This design comes from an exercise in tuning for small area and a short achievable clock period on the open sky130 flow, not from production work.
At most, simulation tests tie the RTL to the original design; equivalence was not proved.
Power is estimated from default activity; no workload was simulated.

==> inputs of run a <==
==> flow/design.v <==
module lc3_dmem_bit (
   input  logic q,
   input  logic keep,
   input  logic din,
   input  logic we,
   output logic d
);
   assign d = (q & keep) | (din & we);
endmodule
module lc3_dmem_rd3 (
   input  logic s0, b0,
   input  logic s1, b1,
   input  logic s2, b2,
   output logic y_n
);
   assign y_n = !((s0 & b0) | (s1 & b1) | (s2 & b2));
endmodule
module lc3_dmem_responder #(
   parameter int unsigned ADDR_W      = 8,
   parameter int unsigned DATA_W      = 16,
   parameter int unsigned WAIT_CYCLES = 1
) (
   input  logic              clock,
   input  logic              reset,
   input  logic              Data_req,
   input  logic              Data_rd,
   input  logic [15:0]       Data_addr,
   input  logic [DATA_W-1:0] Data_din,
   output logic [DATA_W-1:0] Data_dout,
   output logic              complete_data,
   output logic              busy,
   output logic              access_err
);
   localparam int unsigned DEPTH = 2 ** ADDR_W;    
   localparam int unsigned NQ    = 8;              
   localparam int unsigned QW    = DEPTH / NQ;     
   localparam int unsigned NG    = QW / 3;         
   logic              s1_q, s2_q, busy_q, comp_q, err_q;
   logic              accept_c;
   logic              rd_q, ok_q;
   logic [DATA_W-1:0] din_q;
   logic              wpend_q;    
   logic              wkeep_q;    
   logic [DATA_W-1:0] dout_q;
   logic [DATA_W-1:0] part_q [NQ];
   logic [DATA_W-1:0] part_c [NQ];
   logic [DATA_W-1:0] rdata_c;
   logic [DATA_W-1:0] word_q [DEPTH];
   logic [DEPTH-1:0]  sel_q;
   assign accept_c = reset && Data_req && !busy_q;
   always_ff @(posedge clock) begin
      s1_q    <= accept_c;
      s2_q    <= reset && s1_q;
      busy_q  <= accept_c || (reset && s1_q);
      comp_q  <= reset && s2_q;
      err_q   <= reset && s2_q && !ok_q;
      wpend_q <= reset && s1_q && !rd_q && ok_q;
      wkeep_q <= !reset || !s1_q || rd_q || !ok_q;
   end
   always_ff @(posedge clock) begin
      if (!busy_q) begin
         rd_q  <= Data_rd;
         ok_q  <= (Data_addr[15:8] == 8'h00);
         din_q <= Data_din;
         for (int w = 0; w < DEPTH; w++) begin
            sel_q[w] <= (Data_addr[7:0] == 8'(w));
         end
      end
   end
   for (genvar w = 0; w < DEPTH; w++) begin : g_word
      logic              we_c, keep_c;
      logic [DATA_W-1:0] d_c;
      assign we_c   = wpend_q && sel_q[w];
      assign keep_c = wkeep_q || !sel_q[w];
      for (genvar b = 0; b < DATA_W; b++) begin : g_bit
         lc3_dmem_bit u_bit (
            .q(word_q[w][b]), .keep(keep_c), .din(din_q[b]), .we(we_c),
            .d(d_c[b])
         );
      end
      always_ff @(posedge clock) begin
         word_q[w] <= d_c;
      end
   end
   for (genvar q = 0; q < NQ; q++) begin : g_quarter
      for (genvar b = 0; b < DATA_W; b++) begin : g_bit
         logic [NG-1:0] grp_n;
         for (genvar g = 0; g < NG; g++) begin : g_grp
            localparam int unsigned W = q * QW + 3 * g;
            lc3_dmem_rd3 u_rd (
               .s0(sel_q[W]),     .b0(word_q[W][b]),
               .s1(sel_q[W + 1]), .b1(word_q[W + 1][b]),
               .s2(sel_q[W + 2]), .b2(word_q[W + 2][b]),
               .y_n(grp_n[g])
            );
         end
         assign part_c[q][b] = !(&grp_n) ||
                               (sel_q[q * QW + QW - 2] && word_q[q * QW + QW - 2][b]) ||
                               (sel_q[q * QW + QW - 1] && word_q[q * QW + QW - 1][b]);
      end
   end
   always_ff @(posedge clock) begin
      for (int q = 0; q < NQ; q++) begin
         part_q[q] <= part_c[q];
      end
   end
   always_comb begin
      rdata_c = '0;
      for (int q = 0; q < NQ; q++) begin
         rdata_c = rdata_c | part_q[q];
      end
   end
   always_ff @(posedge clock) begin
      if (!reset) begin
         dout_q <= '0;
      end else if (s2_q && rd_q) begin
         dout_q <= ok_q ? rdata_c : '0;
      end
   end
   assign Data_dout     = dout_q;
   assign complete_data = comp_q;
   assign busy          = busy_q;
   assign access_err    = err_q;
endmodule
==> flow/run.sh <==
#!/bin/bash
# synth_recipe.tcl (not shown) runs the flow's synth.tcl, then flattens the netlist and writes it again
# the make line also repeats each setting of config.mk as NAME=value (left out here)
make -C /OpenROAD-flow-scripts/flow DESIGN_CONFIG=/design/flow/config.mk WORK_HOME=/design/flow/orfs CLKGATE_MAP_FILE= SYNTH_SCRIPT=/design/flow/synth_recipe.tcl finish
==> flow/config.mk <==
export PLATFORM = sky130hd
export DESIGN_NAME = lc3_dmem_responder
export DESIGN_NICKNAME = lc3_dmem_responder
export VERILOG_FILES = /design/flow/design.v
export SDC_FILE = /design/flow/constraint.sdc
export NUM_CORES = 4
export LEC_CHECK = 0
export CAP_MARGIN = 20
export CORE_MARGIN = 2
export CORE_UTILIZATION = 40
export CTS_CLUSTER_DIAMETER = 60
export CTS_CLUSTER_SIZE = 30
export SETUP_SLACK_MARGIN = 3.0
export SLEW_MARGIN = 20
export SYNTH_HIERARCHICAL = 1
export SYNTH_MINIMUM_KEEP_SIZE = 0
==> flow/constraint.sdc <==
create_clock -name core_clock -period 5.5 [get_ports {clock}]
set_input_delay 1.1000 -clock core_clock [delete_from_list [all_inputs] [get_ports {clock}]]
set_output_delay 1.1000 -clock core_clock [all_outputs]
set_load 0.01 [all_outputs]
==> inputs of run b, as changes to run a <==
--- a/flow/design.v
+++ b/flow/design.v
@@ -34,3 +34,3 @@
    localparam int unsigned DEPTH = 2 ** ADDR_W;    
-   localparam int unsigned NQ    = 8;              
+   localparam int unsigned NQ    = 16;             
    localparam int unsigned QW    = DEPTH / NQ;     
@@ -39,6 +39,6 @@
    logic              accept_c;
-   logic              rd_q, ok_q;
+   logic              rd1_q, ok1_q, rd2_q, ok2_q;
+   logic [DEPTH-1:0]  sel_q;
    logic [DATA_W-1:0] din_q;
-   logic              wpend_q;    
-   logic              wkeep_q;    
+   logic              wr_c, hold_c;
    logic [DATA_W-1:0] dout_q;
@@ -48,23 +48,22 @@
    logic [DATA_W-1:0] word_q [DEPTH];
-   logic [DEPTH-1:0]  sel_q;
    assign accept_c = reset && Data_req && !busy_q;
    always_ff @(posedge clock) begin
-      s1_q    <= accept_c;
-      s2_q    <= reset && s1_q;
-      busy_q  <= accept_c || (reset && s1_q);
-      comp_q  <= reset && s2_q;
-      err_q   <= reset && s2_q && !ok_q;
-      wpend_q <= reset && s1_q && !rd_q && ok_q;
-      wkeep_q <= !reset || !s1_q || rd_q || !ok_q;
+      s1_q   <= accept_c;
+      s2_q   <= reset && s1_q;
+      busy_q <= accept_c || (reset && s1_q);
+      comp_q <= reset && s2_q;
+      err_q  <= reset && s2_q && !ok2_q;
    end
    always_ff @(posedge clock) begin
-      if (!busy_q) begin
-         rd_q  <= Data_rd;
-         ok_q  <= (Data_addr[15:8] == 8'h00);
-         din_q <= Data_din;
-         for (int w = 0; w < DEPTH; w++) begin
-            sel_q[w] <= (Data_addr[7:0] == 8'(w));
-         end
+      rd1_q <= Data_rd;
+      ok1_q <= (Data_addr[15:8] == 8'h00);
+      din_q <= Data_din;
+      for (int w = 0; w < DEPTH; w++) begin
+         sel_q[w] <= (Data_addr[7:0] == 8'(w));
       end
+      rd2_q <= rd1_q;
+      ok2_q <= ok1_q;
    end
+   assign wr_c   = reset && s1_q && !rd1_q && ok1_q;
+   assign hold_c = !reset || !s1_q || rd1_q || !ok1_q;
    for (genvar w = 0; w < DEPTH; w++) begin : g_word
@@ -72,4 +71,4 @@
       logic [DATA_W-1:0] d_c;
-      assign we_c   = wpend_q && sel_q[w];
-      assign keep_c = wkeep_q || !sel_q[w];
+      assign we_c   = wr_c && sel_q[w];
+      assign keep_c = hold_c || !sel_q[w];
       for (genvar b = 0; b < DATA_W; b++) begin : g_bit
@@ -84,3 +83,3 @@
    end
-   for (genvar q = 0; q < NQ; q++) begin : g_quarter
+   for (genvar q = 0; q < NQ; q++) begin : g_part
       for (genvar b = 0; b < DATA_W; b++) begin : g_bit
@@ -97,3 +96,2 @@
          assign part_c[q][b] = !(&grp_n) ||
-                               (sel_q[q * QW + QW - 2] && word_q[q * QW + QW - 2][b]) ||
                                (sel_q[q * QW + QW - 1] && word_q[q * QW + QW - 1][b]);
@@ -115,4 +113,4 @@
          dout_q <= '0;
-      end else if (s2_q && rd_q) begin
-         dout_q <= ok_q ? rdata_c : '0;
+      end else if (s2_q && rd2_q) begin
+         dout_q <= ok2_q ? rdata_c : '0;
       end
==> flow/flow/run.sh (new file) <==
#!/bin/bash
# Standard layout, with the clock tree built from larger sink clusters and
# without dummy loads on the leaf buffers, and port buffers of the buf family
# (so that repair can size them).
set -e
export CTS_ARGS="-sink_clustering_enable -repair_clock_nets -sink_clustering_size 30 -sink_clustering_max_diameter 60 -dont_use_dummy_load"
export BUFFER_PORTS_ARGS="-buffer_cell sky130_fd_sc_hd__buf_4"
bash standard.sh > standard.log 2>&1
==> flow/standard.sh (new file) <==
#!/bin/bash
# synth_recipe.tcl (not shown) runs the flow's synth.tcl, then flattens the netlist and writes it again
# the make line also repeats each setting of config.mk as NAME=value (left out here)
make -C /OpenROAD-flow-scripts/flow DESIGN_CONFIG=/design/flow/config.mk WORK_HOME=/design/flow/orfs CLKGATE_MAP_FILE= SYNTH_SCRIPT=/design/flow/synth_recipe.tcl "${@:-finish}"
- CAP_MARGIN: 20 -> 35
- CORE_UTILIZATION: 40 -> 70
- CTS_CLUSTER_DIAMETER: 60 -> not set
- CTS_CLUSTER_SIZE: 30 -> not set
- SLEW_MARGIN: 20 -> 35
removed: flow/run.sh
==> inputs of run c, as changes to run a <==
--- a/flow/design.v
+++ b/flow/design.v
@@ -39,6 +39,6 @@
    logic              accept_c;
-   logic              rd_q, ok_q;
+   logic              rd1_q, ok1_q, rd2_q, ok2_q;
+   logic [DEPTH-1:0]  sel_q;
    logic [DATA_W-1:0] din_q;
-   logic              wpend_q;    
-   logic              wkeep_q;    
+   logic              wr_c, hold_c;
    logic [DATA_W-1:0] dout_q;
@@ -48,23 +48,22 @@
    logic [DATA_W-1:0] word_q [DEPTH];
-   logic [DEPTH-1:0]  sel_q;
    assign accept_c = reset && Data_req && !busy_q;
    always_ff @(posedge clock) begin
-      s1_q    <= accept_c;
-      s2_q    <= reset && s1_q;
-      busy_q  <= accept_c || (reset && s1_q);
-      comp_q  <= reset && s2_q;
-      err_q   <= reset && s2_q && !ok_q;
-      wpend_q <= reset && s1_q && !rd_q && ok_q;
-      wkeep_q <= !reset || !s1_q || rd_q || !ok_q;
+      s1_q   <= accept_c;
+      s2_q   <= reset && s1_q;
+      busy_q <= accept_c || (reset && s1_q);
+      comp_q <= reset && s2_q;
+      err_q  <= reset && s2_q && !ok2_q;
    end
    always_ff @(posedge clock) begin
-      if (!busy_q) begin
-         rd_q  <= Data_rd;
-         ok_q  <= (Data_addr[15:8] == 8'h00);
-         din_q <= Data_din;
-         for (int w = 0; w < DEPTH; w++) begin
-            sel_q[w] <= (Data_addr[7:0] == 8'(w));
-         end
+      rd1_q <= Data_rd;
+      ok1_q <= (Data_addr[15:8] == 8'h00);
+      din_q <= Data_din;
+      for (int w = 0; w < DEPTH; w++) begin
+         sel_q[w] <= (Data_addr[7:0] == 8'(w));
       end
+      rd2_q <= rd1_q;
+      ok2_q <= ok1_q;
    end
+   assign wr_c   = reset && s1_q && !rd1_q && ok1_q;
+   assign hold_c = !reset || !s1_q || rd1_q || !ok1_q;
    for (genvar w = 0; w < DEPTH; w++) begin : g_word
@@ -72,4 +71,4 @@
       logic [DATA_W-1:0] d_c;
-      assign we_c   = wpend_q && sel_q[w];
-      assign keep_c = wkeep_q || !sel_q[w];
+      assign we_c   = wr_c && sel_q[w];
+      assign keep_c = hold_c || !sel_q[w];
       for (genvar b = 0; b < DATA_W; b++) begin : g_bit
@@ -84,3 +83,3 @@
    end
-   for (genvar q = 0; q < NQ; q++) begin : g_quarter
+   for (genvar q = 0; q < NQ; q++) begin : g_part
       for (genvar b = 0; b < DATA_W; b++) begin : g_bit
@@ -115,4 +114,4 @@
          dout_q <= '0;
-      end else if (s2_q && rd_q) begin
-         dout_q <= ok_q ? rdata_c : '0;
+      end else if (s2_q && rd2_q) begin
+         dout_q <= ok2_q ? rdata_c : '0;
       end
==> flow/flow/run.sh (new file) <==
#!/bin/bash
# Standard layout, with the clock tree built from larger sink clusters and
# without dummy loads on the leaf buffers, and port buffers of the buf family
# (so that repair can size them).
set -e
export CTS_ARGS="-sink_clustering_enable -repair_clock_nets -sink_clustering_size 30 -sink_clustering_max_diameter 60 -dont_use_dummy_load"
export BUFFER_PORTS_ARGS="-buffer_cell sky130_fd_sc_hd__buf_4"
bash standard.sh > standard.log 2>&1
==> flow/standard.sh (new file) <==
#!/bin/bash
# synth_recipe.tcl (not shown) runs the flow's synth.tcl, then flattens the netlist and writes it again
# the make line also repeats each setting of config.mk as NAME=value (left out here)
make -C /OpenROAD-flow-scripts/flow DESIGN_CONFIG=/design/flow/config.mk WORK_HOME=/design/flow/orfs CLKGATE_MAP_FILE= SYNTH_SCRIPT=/design/flow/synth_recipe.tcl "${@:-finish}"
- CORE_UTILIZATION: 40 -> 60
- CTS_CLUSTER_DIAMETER: 60 -> not set
- CTS_CLUSTER_SIZE: 30 -> not set
removed: flow/run.sh
==> inputs of run d, as changes to run a <==
--- a/flow/design.v
+++ b/flow/design.v
@@ -39,6 +39,6 @@
    logic              accept_c;
-   logic              rd_q, ok_q;
+   logic              rd1_q, ok1_q, rd2_q, ok2_q;
+   logic [DEPTH-1:0]  sel_q;
    logic [DATA_W-1:0] din_q;
-   logic              wpend_q;    
-   logic              wkeep_q;    
+   logic              wr_c, hold_c;
    logic [DATA_W-1:0] dout_q;
@@ -48,23 +48,22 @@
    logic [DATA_W-1:0] word_q [DEPTH];
-   logic [DEPTH-1:0]  sel_q;
    assign accept_c = reset && Data_req && !busy_q;
    always_ff @(posedge clock) begin
-      s1_q    <= accept_c;
-      s2_q    <= reset && s1_q;
-      busy_q  <= accept_c || (reset && s1_q);
-      comp_q  <= reset && s2_q;
-      err_q   <= reset && s2_q && !ok_q;
-      wpend_q <= reset && s1_q && !rd_q && ok_q;
-      wkeep_q <= !reset || !s1_q || rd_q || !ok_q;
+      s1_q   <= accept_c;
+      s2_q   <= reset && s1_q;
+      busy_q <= accept_c || (reset && s1_q);
+      comp_q <= reset && s2_q;
+      err_q  <= reset && s2_q && !ok2_q;
    end
    always_ff @(posedge clock) begin
-      if (!busy_q) begin
-         rd_q  <= Data_rd;
-         ok_q  <= (Data_addr[15:8] == 8'h00);
-         din_q <= Data_din;
-         for (int w = 0; w < DEPTH; w++) begin
-            sel_q[w] <= (Data_addr[7:0] == 8'(w));
-         end
+      rd1_q <= Data_rd;
+      ok1_q <= (Data_addr[15:8] == 8'h00);
+      din_q <= Data_din;
+      for (int w = 0; w < DEPTH; w++) begin
+         sel_q[w] <= (Data_addr[7:0] == 8'(w));
       end
+      rd2_q <= rd1_q;
+      ok2_q <= ok1_q;
    end
+   assign wr_c   = reset && s1_q && !rd1_q && ok1_q;
+   assign hold_c = !reset || !s1_q || rd1_q || !ok1_q;
    for (genvar w = 0; w < DEPTH; w++) begin : g_word
@@ -72,4 +71,4 @@
       logic [DATA_W-1:0] d_c;
-      assign we_c   = wpend_q && sel_q[w];
-      assign keep_c = wkeep_q || !sel_q[w];
+      assign we_c   = wr_c && sel_q[w];
+      assign keep_c = hold_c || !sel_q[w];
       for (genvar b = 0; b < DATA_W; b++) begin : g_bit
@@ -84,3 +83,3 @@
    end
-   for (genvar q = 0; q < NQ; q++) begin : g_quarter
+   for (genvar q = 0; q < NQ; q++) begin : g_part
       for (genvar b = 0; b < DATA_W; b++) begin : g_bit
@@ -115,4 +114,4 @@
          dout_q <= '0;
-      end else if (s2_q && rd_q) begin
-         dout_q <= ok_q ? rdata_c : '0;
+      end else if (s2_q && rd2_q) begin
+         dout_q <= ok2_q ? rdata_c : '0;
       end
==> comparison <==
- Register-to-register slack: run a is lower than run b (230 ps).
- Against run a, the sequential power of run d is smaller by about 13%.
- Clock power, lowest first: run b, run c, run d, run a.
- The highest power belongs to run a, the lowest to run c.
- The highest utilization belongs to run b, the lowest to run d.
- Critical path depth: run a is higher than run d (2).
No functional check of the RTL was part of run a.

static timing again, ports no longer ideal:
In the flow no input, the clock included, has a driving cell. The finished layouts below were timed again as built, in two steps. Step 1 (the two cells are an assumption about what drives the block):
set clk [get_ports {clock}]
set_driving_cell -lib_cell sky130_fd_sc_hd__clkbuf_16 $clk
set_driving_cell -lib_cell sky130_fd_sc_hd__buf_2 [delete_from_list [all_inputs] $clk]
Step 2 times the ports against the registers' clock, not the clock port: input delays grow and output delays shrink by t, the midpoint of the rising clock arrivals with the driver on. Slacks: ideal / step 1 / step 2; pairs: ideal / step 1.
run | t (ns) | setup WS [ns] | worst register clock-pin slew, ns | worst data-port slew with drivers (ns)
run a | 1.075 | 2.788 / 2.736 / 1.891 | 0.11 / 0.11 | 0.24
run b | 0.970 | 2.977 / 2.894 / 2.167 | 0.11 / 0.11 | 0.11
run c | 0.997 | 2.811 / 2.811 / 2.042 | 0.12 / 0.12 | 0.19
run d | 1.050 | 2.847 / 2.790 / 1.836 | 0.11 / 0.11 | 0.12
After both steps every run listed still meets setup and hold. The setup slack of run d, which loses most, moves by -0.057 ns with the drivers and by -1.011 ns with both steps.
